This is an optimization exercise on Yosys and OpenROAD, whose aim is small area and a short achievable clock period, not a production implementation.
Only simulation tests tie the RTL to the original design; equivalence was not proved.
Power is estimated from default activity; no workload was simulated.

==> flow/design.v, too long to show whole: its modules and the start of the top module <==
// module mipsExecUnit: 1121 lines
module mipsExecUnit
(
    input  logic        clk,
    input  logic        rstN,
    input  logic        instrValid,
    input  logic [31:0] instrWord,
    input  logic [31:0] rsValue,
    input  logic [31:0] rtValue,
    output logic        resultValid,
    output logic [32:0] execOut
);
  // ...
==> flow/flow/run.sh <==
#!/bin/bash
bash standard.sh SETUP_SLACK_MARGIN=5.6 finish > standard.log 2>&1
==> flow/standard.sh <==
#!/bin/bash
# synth_recipe.tcl (not shown) runs the flow's synth.tcl, then flattens the netlist and writes it again
# the make line also repeats each setting of config.mk as NAME=value (left out here)
make -C /OpenROAD-flow-scripts/flow DESIGN_CONFIG=/design/flow/config.mk WORK_HOME=/design/flow/orfs CLKGATE_MAP_FILE= SYNTH_SCRIPT=/design/flow/synth_recipe.tcl "${@:-finish}"
==> flow/config.mk <==
export PLATFORM = sky130hd
export DESIGN_NAME = mipsExecUnit
export DESIGN_NICKNAME = mipsExecUnit
export VERILOG_FILES = /design/flow/design.v
export SDC_FILE = /design/flow/constraint.sdc
export NUM_CORES = 4
export LEC_CHECK = 0
export CAP_MARGIN = 20
export CORE_MARGIN = 2
export CORE_UTILIZATION = 60
export PLACE_DENSITY = 0.8
export SETUP_SLACK_MARGIN = 5
export SLEW_MARGIN = 20
==> flow/constraint.sdc <==
create_clock -name core_clock -period 9.0 [get_ports {clk}]
set_input_delay 1.8000 -clock core_clock [delete_from_list [all_inputs] [get_ports {clk}]]
set_output_delay 1.8000 -clock core_clock [all_outputs]
set_load 0.01 [all_outputs]
==> qor.yml, run 1 <==
pg_clk_uw: 1310
largest_reg_flops: 126
tritoncts: "done"
clk_pin_slew_worst_paths_ns: 0.07
synth_cell_types: 66
internal_power_uw: 2590
mostFrequentLayoutCell: "a22oi_1"
place_congestion: 1.04
vias_per_cell: 6.82
top_layer: "met4"
core.rowCount: 70
tightest_slew_ns: 0.784
top_power_group: "sequential cells"
status: "timing/DRC/antenna clean"
synth_edf_count: 0
fp.dieArea_sq_um: 38100
yosys_warnings: 1
ff_latch_area_sq_um: 5910
drive_above_1_share_pct: 18.2
whs_ns: 0.330
power_frac_seq_pct: 39.2
cap_violations: 0
min_from: "sltK1"
wl_met2_um: 35000
io_pins: 133
fillerInstances: 2358
place_area_sq_um: 23200
reg_top3: "r2t (126), f1 (48)"
worst_slack_ns: 5.41
place_inst: 2620
r2r_end: "sum3[31]"
design_area_sq_um: 26300
synth_adder_area_share_pct: 23.5
portBuffers: 127
gr-usage-met1_pct: 47.2
comb_cell_power_uw: 1010
final_cells: 2764
timing_worst_setup_path_type: "flop to output pin"
met1_length_um: 26300
peakVddDrop_mv: 0.124
use_met2_pct: 62.2
maxSlewHeadroom_pct: 47.7
==> run 2, diff against run 1 <==
--- a/flow/design.v
+++ b/flow/design.v
@@ -167,17 +167,17 @@
     end
     always_comb begin
         if (kImm)      bSel = {{16{imm[15] & ~kZext}}, imm};
         else           bSel = rtValue;
     end
     logic [3:0] tt;
     always_comb begin
         tt = 4'b0000;                             
-        if (kAddB | kMulX) tt = 4'b1010;          
+        if (kAddB)         tt = 4'b1010;          
         if (kSubB)         tt = 4'b0101;          
         if (kAnd)          tt = 4'b1000;
         if (kOr)           tt = 4'b1110;
         if (kXor)          tt = 4'b0110;
         if (kNor)          tt = 4'b0001;
     end
     logic [31:0] xSel, aSel, shOne;
     always_comb begin
@@ -224,17 +224,17 @@
     logic [47:0] f1;
     logic [31:0] c1;
     logic        cin1, srl1, slt1, sltK1, sltS1, tk1;
     always_ff @(posedge clk) begin
         if (!rstN) v1 <= 1'b0;
         else       v1 <= instrValid;
         a1    <= aSel;
         f1    <= fSel;
-        c1    <= kMulX ? 32'd0 : xSel;
+        c1    <= xSel;                     
         cin1  <= kSubB;
         srl1  <= fSrl;
         slt1  <= kSlt;
         sltK1 <= kSlt & sgnDiff & rsValue[31];
         sltS1 <= kSlt & ~sgnDiff;
         tk1   <= takenSel;
     end
     logic [15:0] bsgl, bdbl, bneg;
==> qor.yml, run 2 <==
r2r_start: "r2t[17]"
synth_top_area_cell: "dfxtp_1"
mostFrequentLayoutCell: "a22oi_1"
h-tree-depth: 1
drc_errors: 0
whs_ns: 0.319  # -0.0105 ns
num_vias: 18200
vias_per_cell: 6.69  # -1.9%
multi_input_area_sq_um: 15200
finClkSkew_ns: 0.0291
postCtsHoldBufs: 0
syn_inst: 2187
clk_pin_slew_worst_paths_ns: 0.06  # about the same
syn2layout_area_growth_pct: 17.1
final-max-slew-violation-count: 0
dr.pass1.iters: 9
max-clock-path-buffers: 3
grt.total_usage_pct: 37.4
cp.required_ns: 9.49
timing_worst_setup_path_type: "flop to flop"
synthesis.area_sq_um: 21900
cts_root_buf: "clkbuf_16"
synth_fp_nets: 2566
r2r_end: "sum3[30]"
cts_buffers: 30
place_congestion: 1.03  # -0.78%
async_reset_ff_share_pct: 0
cap_violations: 0  # unchanged
nets: 2606
p_leak_uw: 0.0108
routedWlPerCell_um: 26.9
cp-start-kind: "flop"
ff2ff_path_depth: 12
period_share_pct: 40.7
yosys-top-cells-area: "dfxtp_1, fa_1, xnor2_1"
status: "timing/DRC/antenna clean"
core-area_sq_um: 35700
synthTopCellsByCount: "dfxtp_1, a22oi_1, xnor2_1, fa_1, clkbuf_1"
die_h_um: 195
end_kind: "flop"
io_pins: 133  # unchanged
grt_pass1_wl_um: 108000
top_register: "r2t"
setup_tns_ns: 0
min_from: "c1[0]"
maxSlewHeadroom_pct: 44.0  # -3.7 points
hpwl_um: 47600
synth.most_common_cell: "dfxtp_1"
cts.sinks: 289
portBuffers: 127  # unchanged
place_area_sq_um: 23200  # about the same
start_util_pct: 61.1
design_area_sq_um: 25600  # -2.8%
r2r_slack_ns: 5.34
die_x_um: 195
synth_cell_types: 71  # +7.6%
ant_nets: 0
grt_overflow_total: 0
hold_class: "flop to flop"
synth_seq_area_share_pct: 26.5
fp.dieArea_sq_um: 38000  # -0.38%
fillerInstances: 2427  # +2.9%
place_inst: 2592  # -1.1%
cellPowerDensity_nw_per_um2: 139
peakVddDrop_mv: 0.161  # +30%
tritoncts: "done"
path_max_fanout: 3
antenna_found_initial: 1
synth_top_area_share_pct: 26.5
synth_edf_count: 0  # unchanged
drive_above_1_share_pct: 15.0  # -3.2 points
tightest_slew_ns: 0.840  # +0.0556 ns
hold_end: "r2t[2]"
max_clock_freq_mhz: 273
setup-violations-final: 0
clk_latency_ns: 0.60
ys_ff_latch: 289
reg_top3: "r2t (126), f1 (48)"
synth_ff_type: "dfxtp_1"
yosys_warnings: 1  # unchanged
hold_depth: 0
wl_um: 72900
ff_latch_area_sq_um: 5880  # -0.42%
grt_setup_unrepaired: "true"
core.rowCount: 69  # -1.4%
layout_common_cells: "a22oi_1, dfxtp_1, xnor2_1, fa_1, xor2_1"
grt_max_degree: 41
hold_viol: 0
cp.arrival_ns: 4.15
largest_reg_flops: 126  # unchanged
grt_pass1_vias: 18400
drt_iter0_drc: 2746
fin_util_pct: 71.6
final_cells: 2714  # -1.8%
avgSynthCellArea_sq_um: 9.99
period_needed_ns: 3.66
run 2: repair_timing:
action | in CTS | in global routing
pin swaps | 31 | 26
resized for setup | 295 | 99
gates cloned | 10 | 7
setup buffers | 30 | 17
setup endpoints to repair | 201 | 82
run 2: how the worst max path moves through the flow:
stage	from	end	cells past startpoint
floorplan	instrWord[29]	c1[31]	7
global placement	instrWord[28]	f1[0]	9
detailed placement	instrWord[28]	f1[0]	9
CTS	r2t[17]	sum3[30]	12
global route	r2t[17]	sum3[28]	13
finish	r2t[17]	sum3[30]	12
run 2: cell families after synthesis:
| group | Yosys count | share of synthesized area, % |
|---|---|---|
| compound gates | 515 | 16.3 |
| mux | 88 | 5.91 |
| xor+xnor | 380 | 15.2 |
| buf+inv | 361 | 6.38 |
| fa+ha+maj | 280 | 23.6 |
| flops | 289 | 26.5 |
| simple gates | 274 | 6.08 |
run 2: per-stage QoR:
| step | worst slack (ns) | power [uW] |
|---|---|---|
| floorplan | 5.35 | 1960 |
| global placement | 3.73 | 2290 |
| detailed placement | 3.68 | 2310 |
| CTS | 5.36 | 3520 |
| global route | 5.29 | 3680 |
| finish | 5.34 | 3560 |
run 2: final cells by class:
class	instances	area share [%]
Antenna cell	2	0.0196
Clock inverter	17	0.699
Tap cell	461	2.25
Timing Repair Buffer	227	9.59
Sequential cell	289	23.0
Clock buffer	39	3.18
Inverter	137	2.06
Multi-Input combinational cell	1542	59.2
run 2: report_power, final:
| group | internal (uW) | leakage (uW) | switching, uW | total [uW] |
|---|---|---|---|---|
| Clock | 701 | 0.000483 | 544 | 1240 |
| Combinational | 358 | 0.00798 | 472 | 830 |
| Sequential | 1380 | 0.00238 | 96.5 | 1480 |
run 2: per-layer routing:
| layer | vias to the layer above | share of wire [%] | GRT usage (%) |
|---|---|---|---|
| met4 | 0 | 7.5 | 20.6 |
| met3 | 404 | 13 | 9.30 |
| li1 | 7569 | - | - |
| met1 | 8726 | 35 | 46.5 |
| met5 | - | 0 | 0 |
| met2 | 1461 | 45 | 59.9 |
run 2: critical path, stage by stage (launching register included):
cell,delay [ns]
dfxtp_2,0.33
inv_2,0.04
fa_1,0.53
inv_1,0.05
fa_1,0.49
ha_4,0.30
o211ai_1,0.10
o21a_1,0.22
a2111o_1,0.44
a211o_1,0.34
a21oi_2,0.25
a311oi_2,0.17
xnor2_2,0.28
==> run 3, diff against run 2 <==
--- a/flow/config.mk
+++ b/flow/config.mk
@@ -9,4 +9,4 @@
 export CORE_MARGIN = 2
-export CORE_UTILIZATION = 60
-export PLACE_DENSITY = 0.8
+export CORE_UTILIZATION = 50
+export PLACE_DENSITY = 0.7
 export SETUP_SLACK_MARGIN = 5
==> qor.yml, run 3 <==
peakVddDrop_mv: 0.159  # -1.4%
synth_ff_type: "dfxtp_1"
start_util_pct: 50.7  # -10 points
postCtsHoldBufs: 0  # unchanged
grt_overflow_total: 0  # unchanged
synth_edf_count: 0  # unchanged
ant_nets: 0  # unchanged
hold_depth: 0  # unchanged
antenna_found_initial: 0  # -1
period_needed_ns: 3.62  # -0.0353 ns
place_area_sq_um: 23300  # +0.67%
end_kind: "output pin"
grt.total_usage_pct: 32.8  # -4.6 points
period_share_pct: 40.3  # -0.39 points
top_register: "r2t"
synth_top_area_share_pct: 26.5  # unchanged
clk_latency_ns: 0.62  # +0.02 ns
yosys_warnings: 1  # unchanged
die_x_um: 213  # +9.3%
p_clk_share_pct: 36.9  # +1.9 points
design_area_sq_um: 26200  # +2.4%
portBuffers: 127  # unchanged
timing_worst_setup_path_type: "flop to output pin"
synth_top_area_cell: "dfxtp_1"
p_comb_share_pct: 23.6  # +0.3 points
synth_seq_area_share_pct: 26.5  # unchanged
max-clock-path-buffers: 3  # unchanged
avgSynthCellArea_sq_um: 9.99  # unchanged
setup-violations-final: 0  # unchanged
final-max-slew-violation-count: 0  # unchanged
h-tree-depth: 1  # unchanged
p_leak_uw: 0.0110  # +1.2%
fp.dieArea_sq_um: 45400  # +20%
core-area_sq_um: 43100  # +21%
power_frac_seq_pct: 39.5  # -2.1 points
slowest_stage: "dfxtp_4"
syn_inst: 2187  # unchanged
path_max_fanout: 4  # +1
cp.required_ns: 7.20  # -2.29 ns
status: "timing/DRC/antenna clean"
final_cells: 2845  # +4.8%
max_clock_freq_mhz: 276  # +0.97%
hold_viol: 0  # unchanged
dp_slack_ns: 3.92  # +0.239 ns
ff2ff_path_depth: 12  # unchanged
dr.pass1.iters: 7  # -2
switching_share_pct: 31.0  # -0.31 points
synth_cell_types: 71  # unchanged
drt_iter0_drc: 2054  # -25%
setup.worst_path.start: "srl3"
hold_class: "flop to flop"
grt_pass1_vias: 18400  # -0.26%
tightest_slew_ns: 0.865  # +0.0250 ns
tritoncts: "done"
synthesis.area_sq_um: 21900  # unchanged
worst_slack_ns: 5.38  # +0.0353 ns
cts_root_buf: "clkbuf_16"
layout_common_cells: "dfxtp_1, a22oi_1, xnor2_1, fa_1, xor2_1"
cellPowerDensity_nw_per_um2: 143  # +2.6%
cts.sinks: 289  # unchanged
core.rowCount: 76  # +10%
synth.most_common_cell: "dfxtp_1"
wl_um: 75100  # +3.0%
synth_fp_nets: 2566  # unchanged
reg_top3: "r2t (126), f1 (48)"
drive_above_1_share_pct: 16.0  # +1.0 points
num_vias: 17900  # -1.2%
routedWlPerCell_um: 26.4  # -1.7%
cp-start-kind: "flop"
drc_errors: 0  # unchanged
grt_pass1_wl_um: 111000  # +2.6%
internal_power_uw: 2580  # +5.6%
power_uw: 3740  # +5.1%
grt_max_degree: 41  # unchanged
synthTopCellsByCount: "dfxtp_1, a22oi_1, xnor2_1, fa_1, clkbuf_1"
place_congestion: 0.948  # -7.7%
cap_violations: 0  # unchanged
async_reset_ff_share_pct: 0  # unchanged
maxSlewHeadroom_pct: 42.3  # -1.7 points
syn2layout_area_growth_pct: 20.0
grt_setup_unrepaired: "true"
ys_ff_latch: 289  # unchanged
largest_reg_flops: 126  # unchanged
vias_per_cell: 6.31  # -5.7%
place_inst: 2716  # +4.8%
min_from: "tk2"
io_pins: 133  # unchanged
slowest_delay_ns: 0.38  # -0.15 ns
cp_cell_sequence: "buf_6, buf_8, buf_12, buf_16, a22o_1, buf_2"
p_switching_uw: 1160  # +4.1%
clk_pin_slew_worst_paths_ns: 0.06  # about the same
cp.arrival_ns: 1.82  # -2.33 ns
hpwl_um: 49100  # +3.1%
yosys-top-cells-area: "dfxtp_1, fa_1, xnor2_1"
nets: 2613  # +0.27%
finClkSkew_ns: 0.0307  # +0.00162 ns
die_h_um: 213  # +9.3%
r2r_start: "r2t[18]"
setup_tns_ns: 0  # unchanged
cts_buffers: 31  # +3.3%
mostFrequentLayoutCell: "dfxtp_1"
-- run 3: layer usage --
| metal | vias up | part of all wire, % | track usage, % |
|---|---|---|---|
| met5 | - | 0 | 0 |
| met1 | 8809 | 37 | 41.9 |
| met3 | 332 | 10 | 6.31 |
| li1 | 7593 | - | - |
| met4 | 0 | 6.2 | 16.2 |
| met2 | 1214 | 46 | 53.4 |
-- run 3: final timing paths --
check	end	slack (ns)
max	execOut[29]	5.38
min	tk3	0.33
max reg2reg	sum3[30]	5.47
min reg2reg	tk3	0.33
-- run 3: worst max-delay path, delay by kind of cell (launching register included) --
family / cells / cell delay [ns]
buffers and inverters: 5 / 0.64
AOI/OAI and AO/OA: 1 / 0.21
DFF: 1 / 0.38
-- run 3: timing repair --
action	CTS	global route
endpoints found under the setup margin	172	87
cloned	14	4
gates resized for setup	323	112
setup buffers	36	16
pin swaps	26	38
-- run 3: cells by family (layout without fill, tap and decap cells) --
family	count (synthesis)	in the layout	share of synthesized area (%)
AOI/OAI and AO/OA	515	515	16.3
xor gates and xnor gates	380	380	15.2
adders and majority gates	280	280	23.6
buffers and inverters	361	429	6.38
DFF	289	289	26.5
muxes	88	88	5.91
other	0	1	0
and+or+nand+nor	274	278	6.08
-- run 3: area by class of cell --
cell class                      instances  area (sq um)
Tap cell                              585           732
Sequential cell                       289          5870
Timing Repair Buffer                  234          2700
Fill cell                            3465         16900
Antenna cell                            1          2.50
Clock inverter                         15           218
Clock buffer                           43           891
Multi-Input combinational cell       1541         15300
Inverter                              137           527
-- run 3: through the flow --
| step | util [%] | hold slack, ns |
|---|---|---|
| after CTS | 59.5 | 0.326 |
| after global placement | 54.2 | 0.310 |
| after global routing | 60.8 | 0.327 |
| after floorplan | - | 0.310 |
| after detailed placement | 54.2 | 0.312 |
| final | 60.9 | 0.325 |
-- run 3: power by group through the flow --
stage / clock [uW] / combinational [uW] / sequential [uW]
finish: 1380 / 883 / 1480
global route: 1440 / 942 / 1490
CTS: 1390 / 839 / 1470
detailed placement: 0 / 823 / 1500
global placement: 0 / 810 / 1500
floorplan: 0 / 505 / 1460

==> port drivers added, routing unchanged <==
No port has a modelled driver above. Below, the same layouts with a new extraction and two added sets of constraints. Step 1: set_driving_cell puts a clkbuf_16 on clk and a buf_2 on each other input, an assumption about the parent block. Step 2, shift: input delay + t, output delay - t, t = (earliest + latest rising clock arrival at the registers) / 2. This alone moves slack from input paths to output paths. a / b / c = ideal / step 1 / step 2; a / b = the first two.
run | shift t [ns] | setup slack, ns | worst hold slack (ns)
run 1 | 0.643 | 5.411 / 5.355 / 4.926 | 0.330 / 0.330 / 0.330
run 2 | 0.649 | 5.340 / 5.340 / 4.981 | 0.319 / 0.319 / 0.319
run 3 | 0.653 | 5.375 / 5.322 / 4.991 | 0.325 / 0.325 / 0.325
After both steps every run listed still meets setup and hold. The setup slack of run 1, which loses most, moves by -0.056 ns with the drivers and by -0.485 ns with both steps.
